What follows belongs to an exercise in optimizing a design on an open flow for small area and a short achievable clock period; a production flow would make more cautious choices.
At most, simulation tests tie the RTL to the original design; equivalence was not proved.
The RTL of runs 3 to 6 was laid out without a check of its function.
Power and IR drop assume default switching activity.

===== run.sh =====
#!/bin/bash
# synth_recipe.tcl (not shown) runs the flow's synth.tcl, then flattens the netlist and writes it again
# the make line also repeats each setting of config.mk as NAME=value (left out here)
make -C /OpenROAD-flow-scripts/flow DESIGN_CONFIG=/design/flow/config.mk WORK_HOME=/design/flow/orfs CLKGATE_MAP_FILE= SYNTH_SCRIPT=/design/flow/synth_recipe.tcl finish

===== config.mk =====
export PLATFORM = sky130hd
export DESIGN_NAME = scope_top
export DESIGN_NICKNAME = scope_top
export VERILOG_FILES = /design/flow/design.v
export SDC_FILE = /design/flow/constraint.sdc
export NUM_CORES = 4
export LEC_CHECK = 0
export ABC_CLOCK_PERIOD_IN_PS = 2500
export CAP_MARGIN = 20
export CORE_MARGIN = 2
export CORE_UTILIZATION = 50
export SETUP_SLACK_MARGIN = 2.5
export SLEW_MARGIN = 20
export SYNTH_MEMORY_MAX_BITS = 8192

===== constraint.sdc =====
create_clock -name core_clock -period 5.8 [get_ports {clk_AD}]
set_input_delay 1.1600 -clock core_clock [delete_from_list [all_inputs] [get_ports {clk_AD}]]
set_output_delay 1.1600 -clock core_clock [all_outputs]
set_load 0.01 [all_outputs]

===== design.v =====
package scope_pkg;
  typedef logic [7:0] sample_t;   
  typedef logic [9:0] addr_t;
  typedef struct packed {
    logic    en;
    logic    last;   
    addr_t   adr;
    sample_t dat;
  } ram_wr_t;
  typedef struct packed {
    logic  cyc;
    logic  stb;
    addr_t adr;
  } wb_req_t;
  typedef struct packed {
    logic    ack;
    sample_t dat;
  } wb_rsp_t;
  typedef struct packed {
    logic [3:0] hundreds;
    logic [3:0] tens;
    logic [3:0] units;
  } vopp_digits_t;
  localparam sample_t     SEED_LEVEL = 8'd112;   
  localparam int unsigned VOPP_SCALE = 4;
  localparam sample_t     VOPP_SAT   = 8'd250;   
endpackage
`timescale 1ns/1ps
module scope_top (
  input  logic       clk_AD,
  input  logic       reset,
  input  logic [7:0] data_in,
  input  logic       trigger,
  input  logic       wb_cyc,
  input  logic       wb_stb,
  input  logic [9:0] wb_adr,
  output logic       wb_ack,
  output logic [7:0] wb_dat,
  output logic       capturing,
  output logic [3:0] vopp_hundreds,
  output logic [3:0] vopp_tens,
  output logic [3:0] vopp_units
);
  localparam int FRAME_LEN = 640;
  localparam int NB        = FRAME_LEN / 2;
  localparam logic [7:0] SEED_LEVEL = 8'd112;
  logic [9:0] wr_adr;
  logic       trig_ok;
  logic       last_wr;
  assign trig_ok = !capturing && trigger && data_in[7];
  assign last_wr = capturing && (wr_adr == 10'(FRAME_LEN - 1));
  always_ff @(posedge clk_AD) begin
    if (reset) begin
      capturing <= 1'b0;
    end else if (trig_ok) begin
      capturing <= 1'b1;
    end else if (last_wr) begin
      capturing <= 1'b0;
    end
  end
  always_ff @(posedge clk_AD) begin
    if (trig_ok) begin
      wr_adr <= '0;
    end else if (capturing) begin
      wr_adr <= wr_adr + 1'b1;
    end
  end
  logic       ph;
  logic       pend_v;
  logic [9:0] pend_adr;
  logic [7:0] pend_dat;
  logic       now_ok;
  assign now_ok = wr_adr[0] ^ ph;
  always_ff @(posedge clk_AD) begin
    ph       <= ~ph;
    pend_v   <= capturing && !now_ok;
    pend_adr <= wr_adr;
    pend_dat <= data_in;
  end
  logic       ins_en;
  logic [8:0] ins_bank;
  logic [7:0] ins_dat;
  assign ins_en   = pend_v || (capturing && now_ok);
  assign ins_bank = pend_v ? pend_adr[9:1] : wr_adr[9:1];
  assign ins_dat  = pend_v ? pend_dat : data_in;
  logic [NB-1:0] ins_sel;
  logic [7:0] words [2*NB];
  for (genvar b = 0; b < NB; b++) begin : g_bank
    logic [7:0] q0;
    logic [7:0] q1;
    assign ins_sel[b] = ins_en && (ins_bank == 9'(b));
    always_ff @(posedge clk_AD) begin
      q1 <= q0;
      q0 <= ins_sel[b] ? ins_dat : q1;
    end
    assign words[2*b]   = q0;
    assign words[2*b+1] = q1;
  end
  logic [9:0] rd_place;   
  assign rd_place = {wb_adr[9:1], wb_adr[0] ^ ph};
  logic [7:0] lv0 [1024];
  logic [7:0] lv1 [512];
  logic [7:0] lv2 [256];
  logic [7:0] lv3 [128];
  logic [7:0] lv4 [64];
  logic [7:0] lv5 [32];
  logic [7:0] lv6 [16];
  logic [7:0] lv7 [8];
  logic [7:0] lv8 [4];
  logic [7:0] lv9 [2];
  logic [7:0] rd_word;
  always_comb begin
    for (int i = 0; i < 1024; i++) lv0[i] = (i < 2 * NB) ? words[i] : '0;
    for (int i = 0; i < 512; i++) lv1[i] = rd_place[0] ? lv0[2*i+1] : lv0[2*i];
    for (int i = 0; i < 256; i++) lv2[i] = rd_place[1] ? lv1[2*i+1] : lv1[2*i];
    for (int i = 0; i < 128; i++) lv3[i] = rd_place[2] ? lv2[2*i+1] : lv2[2*i];
    for (int i = 0; i < 64; i++)  lv4[i] = rd_place[3] ? lv3[2*i+1] : lv3[2*i];
    for (int i = 0; i < 32; i++)  lv5[i] = rd_place[4] ? lv4[2*i+1] : lv4[2*i];
    for (int i = 0; i < 16; i++)  lv6[i] = rd_place[5] ? lv5[2*i+1] : lv5[2*i];
    for (int i = 0; i < 8; i++)   lv7[i] = rd_place[6] ? lv6[2*i+1] : lv6[2*i];
    for (int i = 0; i < 4; i++)   lv8[i] = rd_place[7] ? lv7[2*i+1] : lv7[2*i];
    for (int i = 0; i < 2; i++)   lv9[i] = rd_place[8] ? lv8[2*i+1] : lv8[2*i];
    rd_word = rd_place[9] ? lv9[1] : lv9[0];
  end
  logic rd_req;
  logic rd_hit;
  assign rd_req = wb_cyc && wb_stb && !wb_ack;
  assign rd_hit = pend_v && (pend_adr == wb_adr);
  always_ff @(posedge clk_AD) begin
    if (reset) begin
      wb_ack <= 1'b0;
    end else begin
      wb_ack <= rd_req;
    end
  end
  always_ff @(posedge clk_AD) begin
    wb_dat <= rd_hit ? pend_dat : rd_word;
  end
  logic [7:0] max_reg;
  logic [7:0] min_reg;
  logic [7:0] max_nxt;
  logic [7:0] min_nxt;
  logic [7:0] vopp;
  always_comb begin
    max_nxt = (data_in > max_reg) ? data_in : max_reg;
    min_nxt = (data_in < min_reg) ? data_in : min_reg;
  end
  always_ff @(posedge clk_AD) begin
    if (reset) begin
      max_reg <= SEED_LEVEL;
      min_reg <= SEED_LEVEL;
      vopp    <= '0;
    end else if (capturing) begin
      if (last_wr) begin
        vopp    <= max_nxt - min_nxt;
        max_reg <= SEED_LEVEL;
        min_reg <= SEED_LEVEL;
      end else begin
        max_reg <= max_nxt;
        min_reg <= min_nxt;
      end
    end
  end
  logic [5:0]  refresh_cnt;
  logic        tick;
  logic [11:0] disp;
  assign tick = &refresh_cnt;
  always_ff @(posedge clk_AD) begin
    if (reset) begin
      refresh_cnt <= '0;
    end else begin
      refresh_cnt <= refresh_cnt + 1'b1;
    end
  end
  always_comb begin
    case (vopp)
      8'd0: disp = 12'h000;
      8'd1: disp = 12'h004;
      8'd2: disp = 12'h008;
      8'd3: disp = 12'h012;
      8'd4: disp = 12'h016;
      8'd5: disp = 12'h020;
      8'd6: disp = 12'h024;
      8'd7: disp = 12'h028;
      8'd8: disp = 12'h032;
      8'd9: disp = 12'h036;
      8'd10: disp = 12'h040;
      8'd11: disp = 12'h044;
      8'd12: disp = 12'h048;
      8'd13: disp = 12'h052;
      8'd14: disp = 12'h056;
      8'd15: disp = 12'h060;
      8'd16: disp = 12'h064;
      8'd17: disp = 12'h068;
      8'd18: disp = 12'h072;
      8'd19: disp = 12'h076;
      8'd20: disp = 12'h080;
      8'd21: disp = 12'h084;
      8'd22: disp = 12'h088;
      8'd23: disp = 12'h092;
      8'd24: disp = 12'h096;
      8'd25: disp = 12'h100;
      8'd26: disp = 12'h104;
      8'd27: disp = 12'h108;
      8'd28: disp = 12'h112;
      8'd29: disp = 12'h116;
      8'd30: disp = 12'h120;
      8'd31: disp = 12'h124;
      8'd32: disp = 12'h128;
      8'd33: disp = 12'h132;
      8'd34: disp = 12'h136;
      8'd35: disp = 12'h140;
      8'd36: disp = 12'h144;
      8'd37: disp = 12'h148;
      8'd38: disp = 12'h152;
      8'd39: disp = 12'h156;
      8'd40: disp = 12'h160;
      8'd41: disp = 12'h164;
      8'd42: disp = 12'h168;
      8'd43: disp = 12'h172;
      8'd44: disp = 12'h176;
      8'd45: disp = 12'h180;
      8'd46: disp = 12'h184;
      8'd47: disp = 12'h188;
      8'd48: disp = 12'h192;
      8'd49: disp = 12'h196;
      8'd50: disp = 12'h200;
      8'd51: disp = 12'h204;
      8'd52: disp = 12'h208;
      8'd53: disp = 12'h212;
      8'd54: disp = 12'h216;
      8'd55: disp = 12'h220;
      8'd56: disp = 12'h224;
      8'd57: disp = 12'h228;
      8'd58: disp = 12'h232;
      8'd59: disp = 12'h236;
      8'd60: disp = 12'h240;
      8'd61: disp = 12'h244;
      8'd62: disp = 12'h248;
      8'd63: disp = 12'h252;
      8'd64: disp = 12'h256;
      8'd65: disp = 12'h260;
      8'd66: disp = 12'h264;
      8'd67: disp = 12'h268;
      8'd68: disp = 12'h272;
      8'd69: disp = 12'h276;
      8'd70: disp = 12'h280;
      8'd71: disp = 12'h284;
      8'd72: disp = 12'h288;
      8'd73: disp = 12'h292;
      8'd74: disp = 12'h296;
      8'd75: disp = 12'h300;
      8'd76: disp = 12'h304;
      8'd77: disp = 12'h308;
      8'd78: disp = 12'h312;
      8'd79: disp = 12'h316;
      8'd80: disp = 12'h320;
      8'd81: disp = 12'h324;
      8'd82: disp = 12'h328;
      8'd83: disp = 12'h332;
      8'd84: disp = 12'h336;
      8'd85: disp = 12'h340;
      8'd86: disp = 12'h344;
      8'd87: disp = 12'h348;
      8'd88: disp = 12'h352;
      8'd89: disp = 12'h356;
      8'd90: disp = 12'h360;
      8'd91: disp = 12'h364;
      8'd92: disp = 12'h368;
      8'd93: disp = 12'h372;
      8'd94: disp = 12'h376;
      8'd95: disp = 12'h380;
      8'd96: disp = 12'h384;
      8'd97: disp = 12'h388;
      8'd98: disp = 12'h392;
      8'd99: disp = 12'h396;
      8'd100: disp = 12'h400;
      8'd101: disp = 12'h404;
      8'd102: disp = 12'h408;
      8'd103: disp = 12'h412;
      8'd104: disp = 12'h416;
      8'd105: disp = 12'h420;
      8'd106: disp = 12'h424;
      8'd107: disp = 12'h428;
      8'd108: disp = 12'h432;
      8'd109: disp = 12'h436;
      8'd110: disp = 12'h440;
      8'd111: disp = 12'h444;
      8'd112: disp = 12'h448;
      8'd113: disp = 12'h452;
      8'd114: disp = 12'h456;
      8'd115: disp = 12'h460;
      8'd116: disp = 12'h464;
      8'd117: disp = 12'h468;
      8'd118: disp = 12'h472;
      8'd119: disp = 12'h476;
      8'd120: disp = 12'h480;
      8'd121: disp = 12'h484;
      8'd122: disp = 12'h488;
      8'd123: disp = 12'h492;
      8'd124: disp = 12'h496;
      8'd125: disp = 12'h500;
      8'd126: disp = 12'h504;
      8'd127: disp = 12'h508;
      8'd128: disp = 12'h512;
      8'd129: disp = 12'h516;
      8'd130: disp = 12'h520;
      8'd131: disp = 12'h524;
      8'd132: disp = 12'h528;
      8'd133: disp = 12'h532;
      8'd134: disp = 12'h536;
      8'd135: disp = 12'h540;
      8'd136: disp = 12'h544;
      8'd137: disp = 12'h548;
      8'd138: disp = 12'h552;
      8'd139: disp = 12'h556;
      8'd140: disp = 12'h560;
      8'd141: disp = 12'h564;
      8'd142: disp = 12'h568;
      8'd143: disp = 12'h572;
      8'd144: disp = 12'h576;
      8'd145: disp = 12'h580;
      8'd146: disp = 12'h584;
      8'd147: disp = 12'h588;
      8'd148: disp = 12'h592;
      8'd149: disp = 12'h596;
      8'd150: disp = 12'h600;
      8'd151: disp = 12'h604;
      8'd152: disp = 12'h608;
      8'd153: disp = 12'h612;
      8'd154: disp = 12'h616;
      8'd155: disp = 12'h620;
      8'd156: disp = 12'h624;
      8'd157: disp = 12'h628;
      8'd158: disp = 12'h632;
      8'd159: disp = 12'h636;
      8'd160: disp = 12'h640;
      8'd161: disp = 12'h644;
      8'd162: disp = 12'h648;
      8'd163: disp = 12'h652;
      8'd164: disp = 12'h656;
      8'd165: disp = 12'h660;
      8'd166: disp = 12'h664;
      8'd167: disp = 12'h668;
      8'd168: disp = 12'h672;
      8'd169: disp = 12'h676;
      8'd170: disp = 12'h680;
      8'd171: disp = 12'h684;
      8'd172: disp = 12'h688;
      8'd173: disp = 12'h692;
      8'd174: disp = 12'h696;
      8'd175: disp = 12'h700;
      8'd176: disp = 12'h704;
      8'd177: disp = 12'h708;
      8'd178: disp = 12'h712;
      8'd179: disp = 12'h716;
      8'd180: disp = 12'h720;
      8'd181: disp = 12'h724;
      8'd182: disp = 12'h728;
      8'd183: disp = 12'h732;
      8'd184: disp = 12'h736;
      8'd185: disp = 12'h740;
      8'd186: disp = 12'h744;
      8'd187: disp = 12'h748;
      8'd188: disp = 12'h752;
      8'd189: disp = 12'h756;
      8'd190: disp = 12'h760;
      8'd191: disp = 12'h764;
      8'd192: disp = 12'h768;
      8'd193: disp = 12'h772;
      8'd194: disp = 12'h776;
      8'd195: disp = 12'h780;
      8'd196: disp = 12'h784;
      8'd197: disp = 12'h788;
      8'd198: disp = 12'h792;
      8'd199: disp = 12'h796;
      8'd200: disp = 12'h800;
      8'd201: disp = 12'h804;
      8'd202: disp = 12'h808;
      8'd203: disp = 12'h812;
      8'd204: disp = 12'h816;
      8'd205: disp = 12'h820;
      8'd206: disp = 12'h824;
      8'd207: disp = 12'h828;
      8'd208: disp = 12'h832;
      8'd209: disp = 12'h836;
      8'd210: disp = 12'h840;
      8'd211: disp = 12'h844;
      8'd212: disp = 12'h848;
      8'd213: disp = 12'h852;
      8'd214: disp = 12'h856;
      8'd215: disp = 12'h860;
      8'd216: disp = 12'h864;
      8'd217: disp = 12'h868;
      8'd218: disp = 12'h872;
      8'd219: disp = 12'h876;
      8'd220: disp = 12'h880;
      8'd221: disp = 12'h884;
      8'd222: disp = 12'h888;
      8'd223: disp = 12'h892;
      8'd224: disp = 12'h896;
      8'd225: disp = 12'h900;
      8'd226: disp = 12'h904;
      8'd227: disp = 12'h908;
      8'd228: disp = 12'h912;
      8'd229: disp = 12'h916;
      8'd230: disp = 12'h920;
      8'd231: disp = 12'h924;
      8'd232: disp = 12'h928;
      8'd233: disp = 12'h932;
      8'd234: disp = 12'h936;
      8'd235: disp = 12'h940;
      8'd236: disp = 12'h944;
      8'd237: disp = 12'h948;
      8'd238: disp = 12'h952;
      8'd239: disp = 12'h956;
      8'd240: disp = 12'h960;
      8'd241: disp = 12'h964;
      8'd242: disp = 12'h968;
      8'd243: disp = 12'h972;
      8'd244: disp = 12'h976;
      8'd245: disp = 12'h980;
      8'd246: disp = 12'h984;
      8'd247: disp = 12'h988;
      8'd248: disp = 12'h992;
      8'd249: disp = 12'h996;
      8'd250: disp = 12'h999;
      8'd251: disp = 12'h999;
      8'd252: disp = 12'h999;
      8'd253: disp = 12'h999;
      8'd254: disp = 12'h999;
      8'd255: disp = 12'h999;
      default: disp = 12'h999;
    endcase
  end
  always_ff @(posedge clk_AD) begin
    if (reset) begin
      {vopp_hundreds, vopp_tens, vopp_units} <= '0;
    end else if (tick) begin
      {vopp_hundreds, vopp_tens, vopp_units} <= disp;
    end
  end
endmodule

==> results.txt, run 1 <==
* Grt met3 use at 4.31%
* Compound-cell area share of the yosys netlist at a little over an eighth
* Vias in the first global route at between 100k and 150k
* Via/cell ratio at 5.72
* Clock skew at between 0.06 and 0.07 ns
* Initial antenna violation count at 33
* CP max stage delay at 0.59 ns
* Met2 usage at 48.0%
* Std cell rows at 219
* Worst path arrival time at roughly 5 ns
* Port bufs at 44
* Syn_nets at roughly 18,000
* Top Registers: g_bank.q0 x2560, g_bank.q1 x2560
* GR Overflow Total at 0
* Layout Nets at 18,100
* Req. time, crit path at between 6 and 7 ns
* Max Root-Sink Buffers at 4
* CP Launch Type: input pin
* Synth warn at 12
* Simple-gate portion of the synthesized area at between 10% and 20%
* Die Width at roughly 600 um
* Net Sw Frac at 23.8%
* Final Setup Violations at 0
* Critical Path End Type: register
* CTS root buffer: clkbuf_16
* WS Path Type: input pin to register
* Max Cap Viol at 0
* Avg Cell Area, Syn at between 9 and 10 um2
* Post-DP HPWL at 350 mm
* Final min period at between 4 and 5 ns
* Outcome: finished clean
* Sink Count at roughly 5,200
* Remaining routing DRC violations at 0
* Via count at 133,000
* Die H at approximately 600 um
* Largest net degree at the start of global routing at 141
* Total track usage at 30.3%
* Maximum operating frequency at around 0.24 GHz
* Slew HR at approximately 18%
* Critical-path cell list: buf_8 > inv_12 > nand2_2 > buf_4 > buf_4 > o22ai_1 > o21ai_0 > a41oi_1 > nor3_2 > nand4_1 > buf_4 > or3_1
* H-tree Lvls at 6
* Clk network pwr share at a little under half
* Sequential Power Share at between 40 and 50%
* Register area share after synthesis at 58.5%
* Reg clk slew, reported paths at ~0.060 ns
* Layout Cells excl Fill at 23,200
* Post-synth EDFFs at 0
* Switching power total at ~19,000 uW
* Area of the die at ~360,000 um2
* Worst Hold Margin at between 0.3 and 0.4 ns
* Total CTS buffers at 537
* Critical path peak fanout at 23
* Multiplexer share of the synthesized area at roughly 12%
* Hold_buf cts at 0
* Worst-skew pair later-pin latency at 1.04 ns
* DP Cell Count at ~22,000
* First-pass GRT wire length at ~830 mm
* Detailed Route Iter0 Violations at between 10,000 and 15,000
* Drt total wl at 566 mm
* Cells after Synth at 17,900
* Initial Util at between 50% and 60%
* Cell Area, Synth at roughly 180,000 um2
* Wire per inst at roughly 24 um
* Worst Tran Pin Value at 1.23 ns
* Most common cell on crit path: buf_4
* Fillcell total at 30,200
* Share of cells above drive strength 1 at between 10% and 20%
* Met1 Use GR at approximately 42%
* RSZ-0062 raised after global routing: yes
* CTS tree: built
* Internal at ~59,000 uW
* Core area at 355,000 um2
* VDD IR max at about 340 uV
* Boundary Pins at 45
* Fin crit share at between 70 and 80%
* FFs w/ async S/R, synth at 0%
* Commonest non-fill, non-tap cell in the layout: dfxtp_1
* Hold crit path type: register to register
* Pleak at approximately 0.087 uW
* Final max-slew violation count at 0
* Final Hold Fails at 0
* XOR/XNOR share of the synthesized area at less than 1%
* Number of nets still failing antenna checks after routing at 0
* Main combinational cell family by area after synthesis: compound AO/OA/AOI/OAI gates
* Top delay family on crit path: buffers and inverters
* CP bufs+invs at 5
* Commonest cells after routing, fill and taps aside: 5,194 x dfxtp_1, 2,914 x a21oi_1, 2,810 x nor2_1
* Primary FF master, synth: dfxtp_1
* #FFs+latches synth at between 5,000 and 6,000
* Comb pwr share at under 10%
* Layer with the highest usage: met2
* Routability cong. at 0.873
* Power per cell area at 375 nW/um2
* CP max stage cell: o21ai_0
* DRT Pass-1 Iters at 9
* Synth cell types at 76
* Adder-Cell Fraction of Synth Area at less than 1%
* Area grow syn2layout at 16.8%
cell type report:
class,instances,area [um2],area share (%)
tap,4751,5940,2.86
clock inverter,159,1990,0.958
timing repair inverter,2,27.5,0.0133
timing repair buffer,922,9840,4.74
sequential,5202,104000,50.1
multi-input combinational,11300,69300,33.4
inverter,43,210,0.101
clock buffer,794,16200,7.78
antenna,26,65.1,0.0313
kinds of logic after synthesis:
group                      count (synthesis)
and+or+nand+nor                         5528
DFF                                     5202
xor gates and xnor gates                  29
AOI/OAI and AO/OA                       4225
adders and majority gates                 27
muxes                                   1489
buffers and inverters                   1405
synth_stat cells, drive strengths merged (11+ instances only):
cell type	n	share of area, %
a31oi	126	0.44
nand4	84	0.30
a32oi	42	0.21
a21oi	2927	8.2
nand2b	11	0.039
and3	32	0.11
clkbuf	847	1.8
o311ai	11	0.054
o2111ai	16	0.079
a22oi	25	0.11
o31ai	12	0.051
buf	515	1.6
or3	18	0.063
mux2i	957	5.4
a311oi	16	0.079
o22ai	404	1.4
o21ai	353	0.99
dfxtp	5202	59
a2111oi	29	0.15
o211ai	38	0.16
inv	40	0.084
nand2	1915	4.0
nand3	315	0.89
o32ai	17	0.084
or4	18	0.076
a221oi	31	0.15
ha	26	0.18
o221ai	75	0.37
mux4	529	6.7
nor3	69	0.19
nor2b	19	0.067
xnor2	22	0.11
a211oi	43	0.18
nor2	2892	6.1
or2	15	0.053
nor4	126	0.44
stage by stage:
step                      util, %  TNS, ns  setup WS, ns  instance area, um2  power [uW]
after global routing         58.5        0          1.78              208000       80000
after CTS                    58.2        0          1.89              207000       78000
final                        58.5        0          1.71              208000       77900
after floorplan                 -        0          2.03              179000       40600
after global placement       52.4    -1.65        -0.618              186000       42700
after detailed placement     52.4    -1.60        -0.621              186000       42800
per-layer routing:
layer  share of wire (%)  vias up
met4                 3.7        4
met2                  45     4710
met1                  44    64300
met3                 7.2     1018
li1                    -    62600
met5              0.0041        -
final timing paths:
check	startpoint	endpoint	slack (ns)	cells after the start
worst max-delay path	wb_adr[4]	wb_dat[2]$_DFF_P_	1.71	12
worst min-delay path	g_bank[228].q0[4]$_DFF_P_	g_bank[228].q1[4]$_DFF_P_	0.31	0
worst max register to register	ph$_DFF_P_	wb_dat[2]$_DFF_P_	1.81	14
worst min register to register	g_bank[228].q0[4]$_DFF_P_	g_bank[228].q1[4]$_DFF_P_	0.31	0
what timing repair did:
item	in CTS	in global routing
setup buffers	55	33
gates cloned	25	11
setup endpoints to repair	2152	352
pin swaps	43	33
gates resized for setup	294	102
power groups by stage:
| stage | combinational (uW) | clock, uW | sequential, uW |
|---|---|---|---|
| after floorplan | 3130 | 0 | 37400 |
| after global placement | 5190 | 0 | 37600 |
| after detailed placement | 5190 | 0 | 37600 |
| after CTS | 5460 | 35800 | 36800 |
| after global routing | 5860 | 37300 | 36800 |
| final | 5650 | 35400 | 36800 |
==> run 2, diff against run 1 <==
--- a/config.mk
+++ b/config.mk
@@ -7,3 +7,2 @@
 export LEC_CHECK = 0
-export ABC_CLOCK_PERIOD_IN_PS = 2500
 export CAP_MARGIN = 20
@@ -11,3 +10,3 @@
 export CORE_UTILIZATION = 50
-export SETUP_SLACK_MARGIN = 2.5
+export SETUP_SLACK_MARGIN = 0.3
 export SLEW_MARGIN = 20
==> run 2 against run 1 <==
Effect of this change: worst setup slack worse by 1.2 ns; maximum frequency shrank 23%; synthesized cell count did not move; highest routed layer unchanged; critical endpoint is now wb_dat[6]$_DFF_P_.
==> results.txt, run 2 <==
* Outcome: finished clean
* Worst R2R Path Depth at 14 (unchanged)
* Layout Nets at 17,900 (-0.84%)
* Synth area leaders: dfxtp_1 59%, a21oi_1 8.2%, mux4_2 6.7%
* Top Registers: g_bank.q0 x2560, g_bank.q1 x2560
* WS Path Type: input pin to register
* Maximum operating frequency at 0.188 GHz (-23%)
* RSZ-0062 raised after global routing: no
* Hold endpoint: g_bank[68].q1[6]$_DFF_P_
* Met2 usage at 47.2% (-0.80 points)
* Met1 Use GR at 40.7% (-1.5 points)
* R2R Setup Slk at 0.76 ns (-1.05 ns)
* Die Width at 600 um (unchanged)
* Area of the die at 361,000 um2 (unchanged)
* Fin crit share at 91.5% (+21 points)
* Core area at 355,000 um2 (unchanged)
* Wire per inst at 24.0 um (-1.8%)
* Final Setup Violations at 0 (unchanged)
* Power per cell area at 376 nW/um2 (+0.26%)
* GR Overflow Total at 0 (unchanged)
* Post-DP HPWL at 351 mm (+0.25%)
* Share of cells above drive strength 1 at 12.2% (-1.9 points)
* Total CTS buffers at 533 (-0.74%)
* Critical path peak fanout at 39 (+70%)
* Clock skew at 0.0334 ns (-0.0283 ns)
* Avg Cell Area, Syn at 9.93 um2 (unchanged)
* Pleak at 0.0852 uW (-2.1%)
* Req. time, crit path at 6.71 ns (about the same)
* Die H at 600 um (unchanged)
* Routability cong. at 0.858 (-1.8%)
* Dominant cell type by area after synthesis: dfxtp_1
* Critical-path cell list: clkdlybuf4s50_1 > xnor2_4 > buf_12 > buf_12 > buf_12 > buf_12 > buf_4 > mux4_2 > o22ai_1 > nor2_1 > a21oi_1 > o21ai_0 > nor4_1 > buf_4 > o211ai_1
* DP Worst Slack at -0.254 ns (+0.367 ns)
* Drt total wl at 552 mm (-2.5%)
* Via count at 131,000 (-1.2%)
* Remaining routing DRC violations at 0 (unchanged)
* Hold_buf cts at 0 (unchanged)
* CP max stage delay at 1.11 ns (+0.52 ns)
* Setup slack after layout at 0.495 ns (-1.22 ns)
* First-pass GRT wire length at 817 mm (-1.9%)
* CTS tree: built
* CP bufs+invs at 7 (+2)
* Detailed Route Iter0 Violations at 12,000 (-1.8%)
* Most common cell on crit path: buf_12
* Slew HR at 14.0% (-3.7 points)
* Most common cell in the synthesized netlist: dfxtp_1
* Sink Count at 5,202 (unchanged)
* Hold path depth at 0 (unchanged)
* Fillcell total at 30,700 (+1.6%)
* Max Cap Viol at 0 (unchanged)
* Final Hold Fails at 0 (unchanged)
* CTS root buffer: clkbuf_16
* Cell Area, Synth at 178,000 um2 (unchanged)
* Port bufs at 44 (unchanged)
* Number of nets still failing antenna checks after routing at 0 (unchanged)
* Primary FF master, synth: dfxtp_1
* Std cell rows at 219 (unchanged)
* Worst-skew pair later-pin latency at 1.04 ns (about the same)
* Syn_nets at 18,000 (unchanged)
* Reg-to-reg startpoint: ph$_DFF_P_
* Post-synth top cells: 5,202 x dfxtp_1, 2,927 x a21oi_1, 2,892 x nor2_1, 1,915 x nand2_1, 957 x mux2i_1
* Reg clk slew, reported paths at 0.06 ns (about the same)
* Synth cell types at 76 (unchanged)
* Worst Tran Pin Value at 1.28 ns (+0.0502 ns)
* Commonest cells after routing, fill and taps aside: 5,201 x dfxtp_1, 2,927 x a21oi_1, 2,849 x nor2_1
* CP Launch Type: input pin
* Final min period at 5.31 ns (+1.22 ns)
* #FFs+latches synth at 5,202 (unchanged)
* Synth warn at 12 (unchanged)
* H-tree Lvls at 6 (unchanged)
* Top delay family on crit path: buffers and inverters
* Critical Path End Type: register
* Hold crit path type: register to register
* Initial antenna violation count at 25 (-24%)
* Boundary Pins at 45 (unchanged)
* CP max stage cell: nor4_1
* Area grow syn2layout at 14.3%
* Final Core Density at 57.3% (-1.2 points)
* Final max-slew violation count at 0 (unchanged)
* Initial Util at 50.1% (unchanged)
* Largest net degree at the start of global routing at 129 (-8.5%)
* Layer with the highest usage: met2
* Worst path arrival time at 6.22 ns (+1.22 ns)
* Vias in the first global route at 125,000 (-1.4%)
* Setup bufs post-CTS at 0 (-100%)
* Cells after Synth at 17,900 (unchanged)
* Total track usage at 29.7% (-0.62 points)
* VDD IR max at 376 uV (+12%)
* DRT Pass-1 Iters at 6 (-3)
* Post-synth EDFFs at 0 (unchanged)
* Max Root-Sink Buffers at 4 (unchanged)
* Grt met3 use at 4.15% (-0.16 points)
* Hold path start: g_bank[68].q0[6]$_DFF_P_
* Register area share after synthesis at 58.5% (unchanged)
* Post-CTS Resized at 0 (-100%)
* Yosys top cell area share at 58.5% (unchanged)
* FF-to-FF End: wb_dat[6]$_DFF_P_
* Via/cell ratio at 5.69 (-0.51%)
* FFs w/ async S/R, synth at 0% (unchanged)
* Commonest non-fill, non-tap cell in the layout: dfxtp_1
==> run 2: cells by family (layout without fill, tap and decap cells) <==
kind of cell	Yosys count	count (layout)	synth area share, %
and+or+nand+nor	5528	5528	12.4
DFF	5202	5202	58.5
AOI/OAI and AO/OA	4225	4225	13.1
muxes	1489	1489	12.1
buffers and inverters	1405	1772	3.50
xor gates and xnor gates	29	29	0.147
adders and majority gates	27	27	0.194
other	0	6	0
==> run 2: per-stage QoR <==
step	area, um2	total power, uW	hold WS [ns]	std cells	setup TNS [ns]
floorplan	178000	40500	0.323	17900	0
global placement	185000	42600	0.326	22100	-0.273
detailed placement	186000	42700	0.328	22100	-0.254
CTS	203000	76800	0.321	23000	0
global route	203000	78600	0.333	23000	0
finish	203000	76400	0.323	23000	0
==> run 2: worst max-delay path by stage <==
stage          startpoint                   end  slack (ns)  cells past startpoint
6_report        wb_adr[0]     wb_dat[6]$_DFF_P_        0.49                     15
5_1_grt         wb_adr[0]     wb_dat[6]$_DFF_P_        0.67                     15
3_5_place_dp    wb_adr[0]     wb_dat[6]$_DFF_P_       -0.25                     15
2_1_floorplan  data_in[1]  vopp[6]$_SDFFE_PP0P_        1.69                     15
3_3_place_gp    wb_adr[0]     wb_dat[6]$_DFF_P_       -0.26                     15
4_1_cts         wb_adr[0]     wb_dat[6]$_DFF_P_        0.84                     15
==> run 2: final cells by class <==
| class | instances | area (um2) | area share [%] |
|---|---|---|---|
| inverters | 43 | 181 | 0.0892 |
| clock buffers | 797 | 15800 | 7.78 |
| multi-input cells | 11300 | 68100 | 33.5 |
| clock inverters | 156 | 1820 | 0.897 |
| diodes | 6 | 15.0 | 0.00738 |
| flip-flops and latches | 5202 | 104000 | 51.2 |
| repair buffers | 776 | 7350 | 3.61 |
| well taps | 4751 | 5940 | 2.92 |
==> run 2: worst register-to-register path, delay by kind of cell (launching register included) <==
family	cells	cell delay, ns
AND/OR/NAND/NOR	2	1.20
flip-flops	1	0.58
AO/OA/AOI/OAI	4	0.96
buffers and inverters	6	1.64
XOR/XNOR	1	0.20
multiplexers	1	0.36
==> run 2: power by group <==
part	internal, uW	total (uW)	leakage, uW	switching (uW)
logic	1680	5180	0.0316	3500
clock network	19900	34500	0.00869	14600
registers	36400	36800	0.0450	358
total	58000	76400	0.0852	18400
==> run 2: metal layers <==
| metal | share of wire [%] | wire length, um | up-vias |
|---|---|---|---|
| li1 | - | - | 62200 |
| met1 | 44 | 240000 | 63400 |
| met4 | 4.3 | 23700 | 16 |
| met2 | 45 | 250000 | 4303 |
| met3 | 6.8 | 37300 | 998 |
| met5 | 0.020 | 112 | - |
==> run 3, diff against run 2 <==
--- a/design.v
+++ b/design.v
@@ -99,27 +99,5 @@
   logic [9:0] rd_place;   
-  assign rd_place = {wb_adr[9:1], wb_adr[0] ^ ph};
-  logic [7:0] lv0 [1024];
-  logic [7:0] lv1 [512];
-  logic [7:0] lv2 [256];
-  logic [7:0] lv3 [128];
-  logic [7:0] lv4 [64];
-  logic [7:0] lv5 [32];
-  logic [7:0] lv6 [16];
-  logic [7:0] lv7 [8];
-  logic [7:0] lv8 [4];
-  logic [7:0] lv9 [2];
   logic [7:0] rd_word;
-  always_comb begin
-    for (int i = 0; i < 1024; i++) lv0[i] = (i < 2 * NB) ? words[i] : '0;
-    for (int i = 0; i < 512; i++) lv1[i] = rd_place[0] ? lv0[2*i+1] : lv0[2*i];
-    for (int i = 0; i < 256; i++) lv2[i] = rd_place[1] ? lv1[2*i+1] : lv1[2*i];
-    for (int i = 0; i < 128; i++) lv3[i] = rd_place[2] ? lv2[2*i+1] : lv2[2*i];
-    for (int i = 0; i < 64; i++)  lv4[i] = rd_place[3] ? lv3[2*i+1] : lv3[2*i];
-    for (int i = 0; i < 32; i++)  lv5[i] = rd_place[4] ? lv4[2*i+1] : lv4[2*i];
-    for (int i = 0; i < 16; i++)  lv6[i] = rd_place[5] ? lv5[2*i+1] : lv5[2*i];
-    for (int i = 0; i < 8; i++)   lv7[i] = rd_place[6] ? lv6[2*i+1] : lv6[2*i];
-    for (int i = 0; i < 4; i++)   lv8[i] = rd_place[7] ? lv7[2*i+1] : lv7[2*i];
-    for (int i = 0; i < 2; i++)   lv9[i] = rd_place[8] ? lv8[2*i+1] : lv8[2*i];
-    rd_word = rd_place[9] ? lv9[1] : lv9[0];
-  end
+  assign rd_place = {wb_adr[9:1], wb_adr[0] ^ ph};
+  assign rd_word  = (wb_adr < 10'(FRAME_LEN)) ? words[rd_place] : '0;
   logic rd_req;
==> run 3 against run 2 <==
Effect of this change: the flow now stops in global routing; synthesized cell count grew 6.5%; synthesized area grew 0.39%.
==> results.txt, run 3 <==
* Outcome: did not finish
* Failed at: global routing
* Tool error message: [ERROR GRT-0116] Global routing finished with congestion. Check the congestion regions in the DRC Viewer.
* Syn_nets at 19,100 (+6.4%)
* Post-DP HPWL at 1320 mm (+280%)
* Post-synth top cells: 5,202 x dfxtp_1, 2,987 x nor2_1, 2,734 x a21oi_1, 1,160 x clkbuf_1, 1,062 x a22oi_1
* Synth area leaders: dfxtp_1 58%, a21oi_1 7.7%, nor2_1 6.3%
* Boundary Pins at 45 (unchanged)
* DP Worst Slack at -0.864 ns (-0.610 ns)
* Synth warn at 2 (-10)
* Largest net degree at the start of global routing at 127
* Max Root-Sink Buffers at 4 (unchanged)
* Avg Cell Area, Syn at 9.37 um2 (-5.7%)
* FFs w/ async S/R, synth at 0% (unchanged)
* Post-synth EDFFs at 0 (unchanged)
* Cell Area, Synth at 179,000 um2 (+0.39%)
* Sink Count at 5,202 (unchanged)
* Most common cell in the synthesized netlist: dfxtp_1
* Yosys top cell area share at 58.3% (-0.23 points)
* Total track usage at 105%
* Die Width at 602 um (+0.19%)
* Die H at 602 um (+0.19%)
* H-tree Lvls at 6 (unchanged)
* CTS root buffer: clkbuf_16
* Synth cell types at 92 (+21%)
* Cells after Synth at 19,100 (+6.5%)
* Routability cong. at 1.85 (+120%)
* Primary FF master, synth: dfxtp_1
* Initial Util at 50.2% (+0.079 points)
* GR Overflow Total at around 36,000
* First-pass GRT wire length at between 2000 and 3000 mm
* Port bufs at 44 (unchanged)
* Vias in the first global route at 223,000
* Register area share after synthesis at 58.3% (-0.23 points)
* Std cell rows at 219 (unchanged)
* #FFs+latches synth at 5,202 (unchanged)
* Dominant cell type by area after synthesis: dfxtp_1
* Total CTS buffers at 538 (+0.94%)
* Area post-placement at 203,000 um2 (+9.6%)
run 3: cell types whose count changed after synthesis, sizes merged, moves of 313 or more:
cell / previous run / this run
mux4: 529 / 5
nand3: 315 / 1008
mux2i: 957 / 84
nand2: 1915 / 581
nor4: 126 / 452
a32oi: 42 / 394
a22oi: 25 / 1062
clkbuf: 847 / 1160
run 3: logic make-up after synthesis:
| logic type | after synthesis | synth area share, % |
|---|---|---|
| DFF | 5202 | 58.3 |
| adders and majority gates | 29 | 0.207 |
| muxes | 134 | 0.818 |
| and+or+nand+nor | 6072 | 15.8 |
| AOI/OAI and AO/OA | 5824 | 20.7 |
| xor gates and xnor gates | 36 | 0.181 |
| buffers and inverters | 1763 | 3.98 |
run 3: worst min path at each step:
stage	from	end	depth (start not counted)
after floorplan	g_bank[236].q0[5]$_DFF_P_	g_bank[236].q1[5]$_DFF_P_	0
after global placement	g_bank[127].q0[3]$_DFF_P_	g_bank[127].q1[3]$_DFF_P_	0
after detailed placement	g_bank[225].q0[7]$_DFF_P_	g_bank[225].q1[7]$_DFF_P_	0
after CTS	g_bank[36].q0[5]$_DFF_P_	g_bank[36].q1[5]$_DFF_P_	0
run 3: repair_timing:
item	CTS
hold buffers	0
endpoints found under the setup margin	1
buffers inserted	0
cloned	0
gates resized for setup	1
run 3: metrics by stage:
stage          cells  TNS (ns)
3_3_place_gp   24500     -4.12
3_5_place_dp   24500     -4.02
4_1_cts        25500         0
2_1_floorplan  19100         0
run 3: power groups by stage:
stage                     combinational (uW)  clock, uW  sequential [uW]
after CTS                               4530      35600            37300
after detailed placement                4510          0            38100
after global placement                  4480          0            38100
after floorplan                         1680          0            37500
run 3: metal layers:
layer	GRT overflow	track usage, %
met3	4374	96.1
met4	5053	101
met5	498	86.7
met1	6289	99.2
met2	19900	121
==> run 4, diff against run 3 <==
--- a/config.mk
+++ b/config.mk
@@ -7,2 +7,3 @@
 export LEC_CHECK = 0
+export ABC_CLOCK_PERIOD_IN_PS = 2500
 export CAP_MARGIN = 20
@@ -10,3 +11,3 @@
 export CORE_UTILIZATION = 50
-export SETUP_SLACK_MARGIN = 0.3
+export SETUP_SLACK_MARGIN = 2.5
 export SLEW_MARGIN = 20
==> run 4 against run 3 <==
Effect of this change: the run again fails in global routing; synthesized cell count unchanged; synthesized area is the same.
==> results.txt, run 4 <==
* Sink Count at 5,202 (unchanged)
* Cells after Synth at 19,100 (unchanged)
* H-tree Lvls at 6 (unchanged)
* Cell Area, Synth at 179,000 um2 (unchanged)
* Max Root-Sink Buffers at 4 (unchanged)
* Vias in the first global route at 226,000
* Boundary Pins at 45 (unchanged)
* GR Overflow Total at 40,900
* Std cell rows at 219 (unchanged)
* Largest net degree at the start of global routing at 140
* Compound-cell area share of the yosys netlist at 20.7% (unchanged)
* Total CTS buffers at 531 (-1.3%)
* Initial Util at 50.2% (unchanged)
* #FFs+latches synth at 5,202 (unchanged)
* Post-DP HPWL at 1340 mm (+1.2%)
* Tool error message: [ERROR GRT-0116] Global routing finished with congestion. Check the congestion regions in the DRC Viewer.
* CTS root buffer: clkbuf_16
* Die H at 602 um (unchanged)
* Main combinational cell family by area after synthesis: compound AO/OA/AOI/OAI gates
* Dominant cell type by area after synthesis: dfxtp_1
* Outcome: did not finish
* Synth area leaders: dfxtp_1 58%, a21oi_1 7.7%, nor2_1 6.3%
* Synth cell types at 92 (unchanged)
* Total track usage at 107%
* Yosys top cell area share at 58.3% (unchanged)
* Multiplexer share of the synthesized area at 0.818% (unchanged)
* Primary FF master, synth: dfxtp_1
* Routability cong. at 1.90 (+2.9%)
* Avg Cell Area, Syn at 9.37 um2 (unchanged)
* Simple-gate portion of the synthesized area at 15.8% (unchanged)
* FFs w/ async S/R, synth at 0% (unchanged)
* Adder-Cell Fraction of Synth Area at 0.207% (unchanged)
* Syn_nets at 19,100 (unchanged)
* Post-synth top cells: 5,202 x dfxtp_1, 2,987 x nor2_1, 2,734 x a21oi_1, 1,160 x clkbuf_1, 1,062 x a22oi_1
* Post-synth EDFFs at 0 (unchanged)
* DP Cell Count at 24,500 (-0.11%)
* Most common cell in the synthesized netlist: dfxtp_1
* First-pass GRT wire length at 2580 mm
* Port bufs at 44 (unchanged)
* Synth warn at 2 (unchanged)
* Register area share after synthesis at 58.3% (unchanged)
* XOR/XNOR share of the synthesized area at 0.181% (unchanged)
* Die Width at 602 um (unchanged)
* Failed at: global routing
[run 4: cell counts after synthesis]
No cell type changed its count.
[run 4: metrics by stage]
step / cell area [um2] / total power, uW / worst slack, ns / TNS [ns] / util, %
2_1_floorplan: 179000 / 39200 / 1.88 / 0 / -
3_3_place_gp: 203000 / 42600 / -1.31 / -4.56 / 57.0
3_5_place_dp: 203000 / 42700 / -1.11 / -4.02 / 57.2
4_1_cts: 228000 / 78400 / 1.62 / 0 / 64.0
[run 4: what timing repair did]
item,4_1_cts
gates cloned,20
hold buffers,0
pin swaps,151
resized for setup,557
endpoints found under the setup margin,1945
buffers inserted,245
[run 4: how the worst min path moves through the flow]
| stage | depth (start not counted) | end | from | slack (ns) |
|---|---|---|---|---|
| floorplan | 0 | g_bank[236].q1[5]$_DFF_P_ | g_bank[236].q0[5]$_DFF_P_ | 0.32 |
| global placement | 0 | g_bank[265].q1[7]$_DFF_P_ | g_bank[265].q0[7]$_DFF_P_ | 0.32 |
| detailed placement | 0 | g_bank[128].q1[1]$_DFF_P_ | g_bank[128].q0[1]$_DFF_P_ | 0.33 |
| CTS | 0 | g_bank[281].q1[4]$_DFF_P_ | g_bank[281].q0[4]$_DFF_P_ | 0.31 |
[run 4: layer usage]
metal / track usage, % / GRT overflow
met3: 97.4 / 5184
met1: 101 / 7322
met2: 125 / 22500
met5: 90.5 / 696
met4: 102 / 5157
[run 4: power by group through the flow]
stage | sequential (uW) | clock, uW | combinational (uW)
2_1_floorplan | 37500 | 0 | 1730
3_3_place_gp | 38100 | 0 | 4510
3_5_place_dp | 38100 | 0 | 4550
4_1_cts | 37400 | 36200 | 4910
[run 4: logic make-up after synthesis]
| family | Yosys count |
|---|---|
| simple gates | 6072 |
| buf+inv | 1763 |
| fa+ha+maj | 29 |
| xor+xnor | 36 |
| mux | 134 |
| compound gates | 5824 |
| flops | 5202 |
==> run 5, diff against run 4 <==
--- a/design.v
+++ b/design.v
@@ -85,4 +85,9 @@
   assign ins_dat  = pend_v ? pend_dat : data_in;
-  logic [NB-1:0] ins_sel;
-  logic [7:0] words [2*NB];
+  logic [NB-1:0]     ins_sel;
+  logic [NB-1:0]     rd_sel;
+  logic [7:0]        rd_or;
+  logic              rd_pos;
+  assign rd_pos = wb_adr[0] ^ ph;   
+  logic [8*NB-1:0] q0_all;
+  logic [8*NB-1:0] q1_all;
   for (genvar b = 0; b < NB; b++) begin : g_bank
@@ -91,2 +96,3 @@
     assign ins_sel[b] = ins_en && (ins_bank == 9'(b));
+    assign rd_sel[b]  = (wb_adr[9:1] == 9'(b));
     always_ff @(posedge clk_AD) begin
@@ -95,9 +101,12 @@
     end
-    assign words[2*b]   = q0;
-    assign words[2*b+1] = q1;
+    assign q0_all[8*b +: 8] = q0;
+    assign q1_all[8*b +: 8] = q1;
+  end
+  always_comb begin
+    rd_or = '0;
+    for (int b = 0; b < NB; b++) begin
+      rd_or = rd_or | ({8{rd_sel[b] && !rd_pos}} & q0_all[8*b +: 8])
+                    | ({8{rd_sel[b] &&  rd_pos}} & q1_all[8*b +: 8]);
+    end
   end
-  logic [9:0] rd_place;   
-  logic [7:0] rd_word;
-  assign rd_place = {wb_adr[9:1], wb_adr[0] ^ ph};
-  assign rd_word  = (wb_adr < 10'(FRAME_LEN)) ? words[rd_place] : '0;
   logic rd_req;
@@ -114,3 +123,3 @@
   always_ff @(posedge clk_AD) begin
-    wb_dat <= rd_hit ? pend_dat : rd_word;
+    wb_dat <= rd_hit ? pend_dat : rd_or;
   end
--- a/config.mk
+++ b/config.mk
@@ -7,3 +7,2 @@
 export LEC_CHECK = 0
-export ABC_CLOCK_PERIOD_IN_PS = 2500
 export CAP_MARGIN = 20
@@ -11,3 +10,3 @@
 export CORE_UTILIZATION = 50
-export SETUP_SLACK_MARGIN = 2.5
+export SETUP_SLACK_MARGIN = 0.3
 export SLEW_MARGIN = 20
==> run 5 against run 4 <==
Effect of this change: the flow again stops in global routing; synthesized area fell by 3.9%; synthesized cell count shrank 6.4%.
==> results.txt, run 5 <==
* Synth cell types at 85 (-7.6%)
* Boundary Pins at 45 (unchanged)
* Sink Count at 5,202 (unchanged)
* Register area share after synthesis at 60.7% (+2.4 points)
* Failed at: global routing
* Die H at 590 um (-2.0%)
* Post-synth EDFFs at 0 (unchanged)
* Yosys top cell area share at 60.7% (+2.4 points)
* FFs w/ async S/R, synth at 0% (unchanged)
* Port bufs at 44 (unchanged)
* Total CTS buffers at 530 (-0.19%)
* Initial Util at 50.1% (-0.055 points)
* Routability cong. at 1.88 (-1.3%)
* Most common cell in the synthesized netlist: dfxtp_1
* Synth warn at 1 (-1)
* Hold_buf cts at 0 (unchanged)
* Max Root-Sink Buffers at 4 (unchanged)
* Setup bufs post-CTS at 0 (-100%)
* DP Cell Count at 23,000 (-6.0%)
* #FFs+latches synth at 5,202 (unchanged)
* Avg Cell Area, Syn at 9.62 um2 (+2.7%)
* Primary FF master, synth: dfxtp_1
* Cells after Synth at 17,800 (-6.4%)
* Die Width at 590 um (-2.0%)
* Largest net degree at the start of global routing at roughly 130
* Outcome: did not finish
* Cell Area, Synth at 172,000 um2 (-3.9%)
* Post-CTS Resized at 2 (-99.6%)
* Total track usage at 104%
* Synth area leaders: dfxtp_1 61%, a21oi_1 7.9%, nor2_1 6.7%
* Syn_nets at 17,900 (-6.4%)
* GR Overflow Total at 34,000
* Vias in the first global route at about 210k
* Std cell rows at 215 (-1.8%)
* First-pass GRT wire length at ~2400 mm
* Post-synth top cells: 5,202 x dfxtp_1, 3,065 x nor2_1, 2,719 x a21oi_1, 1,022 x clkbuf_1, 956 x nand3_1
* Tool error message: [ERROR GRT-0116] Global routing finished with congestion. Check the congestion regions in the DRC Viewer.
* Dominant cell type by area after synthesis: dfxtp_1
* H-tree Lvls at 6 (unchanged)
* Post-DP HPWL at 1270 mm (-5.1%)
* CTS root buffer: clkbuf_16
* Area post-placement at 194,000 um2 (-4.8%)
[run 5: changes by cell type after synthesis, sizes merged, moves of 123 or more]
cell | before | now
a32oi | 394 | 534
nand4 | 365 | 242
o22ai | 370 | 217
nand2 | 581 | 438
a22oi | 1062 | 939
clkbuf | 1160 | 1022
nor4 | 452 | 326
[run 5: metal layers]
| metal | track usage (%) | GRT overflow |
|---|---|---|
| met1 | 99.2 | 6040 |
| met2 | 120 | 18400 |
| met3 | 94.6 | 3894 |
| met4 | 101 | 5058 |
| met5 | 87.1 | 515 |
[run 5: how the worst max path moves through the flow]
stage / slack [ns] / depth (start not counted) / endpoint / startpoint
after detailed placement: -1.00 / 18 / wb_dat[1]$_DFF_P_ / wb_adr[0]
after floorplan: 1.15 / 18 / vopp[6]$_SDFFE_PP0P_ / data_in[1]
after global placement: -2.07 / 17 / wb_dat[1]$_DFF_P_ / wb_adr[0]
after CTS: 0.28 / 16 / wb_dat[1]$_DFF_P_ / ph$_DFF_P_
[run 5: power by group through the flow]
stage | clock network (uW) | logic [uW] | registers, uW
after floorplan | 0 | 1320 | 37300
after global placement | 0 | 3430 | 37800
after detailed placement | 0 | 3460 | 37800
after CTS | 35100 | 3470 | 37000
[run 5: cell families after synthesis]
group	Yosys count	synth area share [%]
AO/OA/AOI/OAI	5532	20.7
XOR/XNOR	29	0.152
adder cells (fa/ha/maj)	29	0.216
AND/OR/NAND/NOR	5485	14.4
flip-flops	5202	60.7
buffers and inverters	1513	3.55
multiplexers	48	0.311
[run 5: metrics by stage]
step           utilization (%)  setup slack [ns]  power [uW]
2_1_floorplan                -              1.15       38600
3_3_place_gp              56.4             -2.07       41200
3_5_place_dp              56.6             -1.00       41300
4_1_cts                   61.8             0.281       75500
==> run 6, diff against run 5 <==
--- a/design.v
+++ b/design.v
@@ -44,3 +44,3 @@
   localparam int FRAME_LEN = 640;
-  localparam int NB        = FRAME_LEN / 2;
+  localparam int NB        = FRAME_LEN / 4;
   localparam logic [7:0] SEED_LEVEL = 8'd112;
@@ -67,50 +67,106 @@
   end
-  logic       ph;
-  logic       pend_v;
-  logic [9:0] pend_adr;
-  logic [7:0] pend_dat;
-  logic       now_ok;
-  assign now_ok = wr_adr[0] ^ ph;
+  logic [1:0] ph;
+  logic       v0;         
+  logic [3:0] m;          
+  logic [3:1] pv;         
+  logic [9:0] pa [4];     
+  logic [7:0] pd [4];     
+  assign v0    = capturing && !reset;
+  assign pa[0] = wr_adr;
+  assign pd[0] = data_in;
+  assign m[0] = v0    && (pa[0][1:0] == ph);
+  assign m[1] = pv[1] && (pa[1][1:0] == ph);
+  assign m[2] = pv[2] && (pa[2][1:0] == ph);
+  assign m[3] = pv[3] && (pa[3][1:0] == ph);
   always_ff @(posedge clk_AD) begin
-    ph       <= ~ph;
-    pend_v   <= capturing && !now_ok;
-    pend_adr <= wr_adr;
-    pend_dat <= data_in;
+    ph    <= ph + 1'b1;
+    pv[1] <= v0 && !m[0];
+    pv[2] <= pv[1] && !m[1];
+    pv[3] <= pv[2] && !m[2];
+    pa[1] <= pa[0];
+    pa[2] <= pa[1];
+    pa[3] <= pa[2];
+    pd[1] <= pd[0];
+    pd[2] <= pd[1];
+    pd[3] <= pd[2];
   end
   logic       ins_en;
-  logic [8:0] ins_bank;
+  logic [7:0] ins_bank;
   logic [7:0] ins_dat;
-  assign ins_en   = pend_v || (capturing && now_ok);
-  assign ins_bank = pend_v ? pend_adr[9:1] : wr_adr[9:1];
-  assign ins_dat  = pend_v ? pend_dat : data_in;
-  logic [NB-1:0]     ins_sel;
-  logic [NB-1:0]     rd_sel;
-  logic [7:0]        rd_or;
-  logic              rd_pos;
-  assign rd_pos = wb_adr[0] ^ ph;   
-  logic [8*NB-1:0] q0_all;
-  logic [8*NB-1:0] q1_all;
+  logic       live0;      
+  always_comb begin
+    ins_en = |m;
+    if (m[3]) begin
+      ins_bank = pa[3][9:2];
+      ins_dat  = pd[3];
+    end else if (m[2]) begin
+      ins_bank = pa[2][9:2];
+      ins_dat  = pd[2];
+    end else if (m[1]) begin
+      ins_bank = pa[1][9:2];
+      ins_dat  = pd[1];
+    end else begin
+      ins_bank = pa[0][9:2];
+      ins_dat  = pd[0];
+    end
+  end
+  assign live0 = m[0] && (pa[0][9:2] == 8'd0);
+  logic [7:0] words [4*NB];
   for (genvar b = 0; b < NB; b++) begin : g_bank
-    logic [7:0] q0;
-    logic [7:0] q1;
-    assign ins_sel[b] = ins_en && (ins_bank == 9'(b));
-    assign rd_sel[b]  = (wb_adr[9:1] == 9'(b));
+    logic [7:0] p0;
+    logic [7:0] p1;
+    logic [7:0] p2;
+    logic [7:0] p3;
+    logic       sel;
+    logic [7:0] din;
+    if (b == 0) begin : g_live
+      assign sel = live0 || (ins_en && (ins_bank == 8'(b)));
+      assign din = live0 ? pd[0] : ins_dat;
+    end else begin : g_shared
+      assign sel = ins_en && (ins_bank == 8'(b));
+      assign din = ins_dat;
+    end
     always_ff @(posedge clk_AD) begin
-      q1 <= q0;
-      q0 <= ins_sel[b] ? ins_dat : q1;
+      p0 <= p1;
+      p1 <= p2;
+      p2 <= p3;
+      p3 <= sel ? din : p0;
     end
-    assign q0_all[8*b +: 8] = q0;
-    assign q1_all[8*b +: 8] = q1;
-  end
+    assign words[4*b]   = p0;
+    assign words[4*b+1] = p1;
+    assign words[4*b+2] = p2;
+    assign words[4*b+3] = p3;
+  end
+  logic [9:0] rd_place;   
+  assign rd_place = {wb_adr[9:2], wb_adr[1:0] - ph};
+  logic [7:0] lv0 [1024];
+  logic [7:0] lv1 [512];
+  logic [7:0] lv2 [256];
+  logic [7:0] lv3 [128];
+  logic [7:0] lv4 [64];
+  logic [7:0] lv5 [32];
+  logic [7:0] lv6 [16];
+  logic [7:0] lv7 [8];
+  logic [7:0] lv8 [4];
+  logic [7:0] lv9 [2];
+  logic [7:0] rd_word;
   always_comb begin
-    rd_or = '0;
-    for (int b = 0; b < NB; b++) begin
-      rd_or = rd_or | ({8{rd_sel[b] && !rd_pos}} & q0_all[8*b +: 8])
-                    | ({8{rd_sel[b] &&  rd_pos}} & q1_all[8*b +: 8]);
-    end
+    for (int i = 0; i < 1024; i++) lv0[i] = (i < 4 * NB) ? words[i] : '0;
+    for (int i = 0; i < 512; i++) lv1[i] = rd_place[0] ? lv0[2*i+1] : lv0[2*i];
+    for (int i = 0; i < 256; i++) lv2[i] = rd_place[1] ? lv1[2*i+1] : lv1[2*i];
+    for (int i = 0; i < 128; i++) lv3[i] = rd_place[2] ? lv2[2*i+1] : lv2[2*i];
+    for (int i = 0; i < 64; i++)  lv4[i] = rd_place[3] ? lv3[2*i+1] : lv3[2*i];
+    for (int i = 0; i < 32; i++)  lv5[i] = rd_place[4] ? lv4[2*i+1] : lv4[2*i];
+    for (int i = 0; i < 16; i++)  lv6[i] = rd_place[5] ? lv5[2*i+1] : lv5[2*i];
+    for (int i = 0; i < 8; i++)   lv7[i] = rd_place[6] ? lv6[2*i+1] : lv6[2*i];
+    for (int i = 0; i < 4; i++)   lv8[i] = rd_place[7] ? lv7[2*i+1] : lv7[2*i];
+    for (int i = 0; i < 2; i++)   lv9[i] = rd_place[8] ? lv8[2*i+1] : lv8[2*i];
+    rd_word = rd_place[9] ? lv9[1] : lv9[0];
   end
-  logic rd_req;
-  logic rd_hit;
+  logic       rd_req;
+  logic [3:1] rd_hit;
   assign rd_req = wb_cyc && wb_stb && !wb_ack;
-  assign rd_hit = pend_v && (pend_adr == wb_adr);
+  for (genvar s = 1; s < 4; s++) begin : g_hit
+    assign rd_hit[s] = pv[s] && (pa[s] == wb_adr);
+  end
   always_ff @(posedge clk_AD) begin
@@ -123,3 +179,11 @@
   always_ff @(posedge clk_AD) begin
-    wb_dat <= rd_hit ? pend_dat : rd_or;
+    if (rd_hit[1]) begin
+      wb_dat <= pd[1];
+    end else if (rd_hit[2]) begin
+      wb_dat <= pd[2];
+    end else if (rd_hit[3]) begin
+      wb_dat <= pd[3];
+    end else begin
+      wb_dat <= rd_word;
+    end
   end
--- a/config.mk
+++ b/config.mk
@@ -7,2 +7,3 @@
 export LEC_CHECK = 0
+export ABC_CLOCK_PERIOD_IN_PS = 2500
 export CAP_MARGIN = 20
@@ -10,3 +11,5 @@
 export CORE_UTILIZATION = 50
-export SETUP_SLACK_MARGIN = 0.3
+export CTS_CLUSTER_DIAMETER = 100
+export CTS_CLUSTER_SIZE = 25
+export SETUP_SLACK_MARGIN = 2.5
 export SLEW_MARGIN = 20
==> run 6 against run 5 <==
Effect of this change: the run now finishes clean; synthesized area decreased by 0.81%; synthesized cell count decreased by 2.9%.
==> results.txt, run 6 <==
* Outcome: finished clean
* DRT Pass-1 Iters at 9
* Main combinational cell family by area after synthesis: simple AND/OR/NAND/NOR gates
* Adder-Cell Fraction of Synth Area at 0.223% (+0.0076 points)
* Via/cell ratio at just under 6
* Clock skew at 0.0753 ns
* Reg-to-reg startpoint: ph[0]$_DFF_P_
* Avg Cell Area, Syn at 9.83 um2 (+2.1%)
* Drt total wl at between 500 and 600 mm
* Max Cap Viol at 0
* Largest net degree at the start of global routing at 101
* Std cell rows at 214 (-0.47%)
* Final min period at between 3 and 4 ns
* Fillcell total at 29,400
* FFs w/ async S/R, synth at 0% (unchanged)
* Hold path start: g_bank[53].p2[5]$_DFF_P_
* CP Launch Type: input pin
* Die Width at 587 um (-0.40%)
* Maximum operating frequency at about 0.25 GHz
* Critical Path End Type: register
* Final Setup Violations at 0
* Initial antenna violation count at 26
* Via count at between 100k and 150k
* Pleak at 0.0705 uW
* GR Overflow Total at 0
* Synth warn at 14 (+13)
* Worst Tran Pin Value at roughly 1.2 ns
* Sink Count at 5,241 (+0.75%)
* Wire per inst at 25.5 um
* Fin Setup TNS at 0 ns
* Power per cell area at 313 nW/um2
* Register Area at approximately 100,000 um2
* #FFs+latches synth at 5,241 (+0.75%)
* Final Core Density at 57.0%
* Post-synth EDFFs at 0 (unchanged)
* Worst path arrival time at slightly below 5 ns
* Synth area leaders: dfxtp_1 62%, nand2_1 8.7%, mux2i_1 3.7%
* Port bufs at 44 (unchanged)
* Cell Area, Synth at 170,000 um2 (-0.81%)
* Critical path peak fanout at 8
* Boundary Pins at 45 (unchanged)
* Synth cell types at 95 (+12%)
* Share of cells above drive strength 1 at a little under an eighth
* Commonest non-fill, non-tap cell in the layout: dfxtp_1
* WS Path Type: input pin to register
* Routability cong. at 0.901 (-52%)
* Critical Path Source: wb_adr[8]
* Remaining routing DRC violations at 0
* Commonest cells after routing, fill and taps aside: 5,222 x dfxtp_1, 3,944 x nand2_1, 1,115 x nor2_1
* Max Root-Sink Buffers at 4 (unchanged)
* Syn_nets at 17,400 (-2.9%)
* CTS root buffer: clkbuf_16
* Final Hold Fails at 0
* Detailed Route Iter0 Violations at about 13,000
* Hold crit path type: register to register
* Dominant cell type by area after synthesis: dfxtp_1
* Area of the die at about 350,000 um2
* First-pass GRT wire length at about 820 mm
* Area post-placement at 178,000 um2 (-8.1%)
* Design area at between 150,000 and 200,000 um2
* Layout Nets at 17,500
* Multiplexer share of the synthesized area at 5.54% (+5.2 points)
* Cells after Synth at 17,300 (-2.9%)
* Yosys top cell area share at 61.6% (+0.95 points)
* Register area share after synthesis at 61.6% (+0.95 points)
* Worst-skew pair later-pin latency at 1.00 ns
* Post-DP HPWL at 348 mm (-73%)
* Die H at 587 um (-0.40%)
* Total CTS buffers at 233 (-56%)
* Vias in the first global route at roughly 120k
* Final max-slew violation count at 0
* CTS tree: built
* Number of nets still failing antenna checks after routing at 0
* Most common cell in the synthesized netlist: dfxtp_1
* Post-synth top cells: 5,241 x dfxtp_1, 3,962 x nand2_1, 1,142 x nor2_1, 1,065 x a21oi_1, 1,034 x nand3_1
* XOR/XNOR share of the synthesized area at 0.340% (+0.19 points)
* Initial Util at 50.2% (about the same)
* Worst Hold Margin at just under 0.3 ns
* Area grow syn2layout at 13.6%
* Area of the multi-input gates at around 62,000 um2
* Primary FF master, synth: dfxtp_1
* Compound-cell area share of the yosys netlist at 11.3% (-9.5 points)
* RSZ-0062 raised after global routing: yes
* Hold_buf cts at 0 (unchanged)
* VDD IR max at around 270 uV
* Total track usage at between 30% and 40%
* Simple-gate portion of the synthesized area at 17.4% (+3.0 points)
* Fin crit share at ~68%
* Core area at around 340,000 um2
* Req. time, crit path at 6.68 ns
* Reg clk slew, reported paths at 0.10 ns
* Slew HR at about a fifth
* H-tree Lvls at 4 (-2)
run 6: cell count changes after synthesis, sizes merged, moves of 184 or more:
cell,delta
a21oi,-1654
a22oi,-888
a32oi,-184
nand2,+3528
nor2,-1900
clkbuf,-454
nor4,-301
o21ai,+232
buf,+232
mux2i,+590
a31oi,+436
run 6: per-stage QoR:
stage | setup WS (ns) | power, uW | cells
6_report | 1.87 | 60500 | 22000
3_5_place_dp | -0.0797 | 41700 | 21300
4_1_cts | 2.05 | 60400 | 21900
2_1_floorplan | 1.89 | 39800 | 17300
3_3_place_gp | -0.105 | 41700 | 21300
5_1_grt | 1.94 | 62100 | 22000
run 6: final timing paths:
check                              to  slack [ns]  cells past startpoint
min reg2reg  g_bank[53].p1[5]$_DFF_P_        0.29                      0
max reg2reg         wb_dat[6]$_DFF_P_        1.95                     16
max                 wb_dat[0]$_DFF_P_        1.87                      8
min          g_bank[53].p1[5]$_DFF_P_        0.29                      0
run 6: layout make-up:
| cell class | instances | share of cell area [%] |
|---|---|---|
| flip-flops and latches | 5241 | 54.3 |
| multi-input cells | 10800 | 32.0 |
| repair buffers | 1136 | 7.49 |
| clock buffers | 241 | 3.07 |
| well taps | 4536 | 2.94 |
| clock inverters | 14 | 0.116 |
| inverters | 43 | 0.0945 |
| diodes | 14 | 0.0181 |
run 6: worst max-delay path: stages:
cell and delay (ns):
clkdlybuf4s50_1 0.77, nor2_1 0.92, nand2_1 0.80, a41oi_2 0.44, buf_6 0.20, o41ai_2 0.08, buf_4 0.19, a32oi_1 0.20
run 6: where the power goes:
part	internal [uW]	total, uW	switching (uW)
combinational	1730	5130	3400
clock	7370	18700	11300
sequential	36400	36700	291
total	45500	60500	15000
run 6: cell families (layout without fill, tap and decap cells):
kind of cell,Yosys count,after routing
simple gates,6888,6892
flops,5241,5241
compound gates,3030,3031
buf+inv,1294,1434
mux,779,779
xor+xnor,62,62
fa+ha+maj,30,30
other cells,0,14
run 6: what timing repair did:
action | CTS | global route
setup endpoints to repair | 1303 | 1073
resized for setup | 514 | 212
pin swaps | 155 | 66
setup buffers | 262 | 77
cloned | 63 | 18
run 6: per-layer routing:
| layer | global-route usage (%) | vias up | part of all wire [%] |
|---|---|---|---|
| met2 | 47.9 | 5267 | 43 |
| met5 | 0 | - | 0.017 |
| met1 | 44.7 | 63000 | 44 |
| met3 | 4.15 | 1031 | 8.0 |
| li1 | - | 59900 | - |
| met4 | 11.5 | 10 | 4.5 |

static timing again, ports no longer ideal:
In the flow no input, the clock included, has a driving cell. The finished layouts below were timed again as built, in two steps.
Step 1: set_driving_cell puts a clkbuf_16 on clk_AD and a buf_2 on each other input, an assumption about the parent block.
Step 2 times the ports against the registers' clock, not the clock port: input delays grow and output delays shrink by t, the midpoint of the rising clock arrivals with the driver on.
Three values: ideal ports, drivers, drivers and shift; two values: the first two.
| run | t, ns | slack for setup (ns) | worst hold slack (ns) | slew at the worst register clock pin (ns) | worst data-port slew with drivers (ns) |
|---|---|---|---|---|---|
| run 1 | 1.113 | 1.714 / 1.701 / 0.588 | 0.311 / 0.311 / 0.311 | 0.07 / 0.07 | 0.13 |
| run 2 | 1.140 | 0.495 / 0.573 / -0.567 | 0.323 / 0.323 / 0.323 | 0.07 / 0.07 | 0.13 |
| run 6 | 1.073 | 1.866 / 1.843 / 0.770 | 0.289 / 0.289 / 0.289 | 0.11 / 0.11 | 0.18 |
With both steps, setup timing fails in run 2, where it was met with ideal ports. For run 1, which loses most, drivers alone change the setup slack by -0.013 ns; drivers and shift together by -1.126 ns.
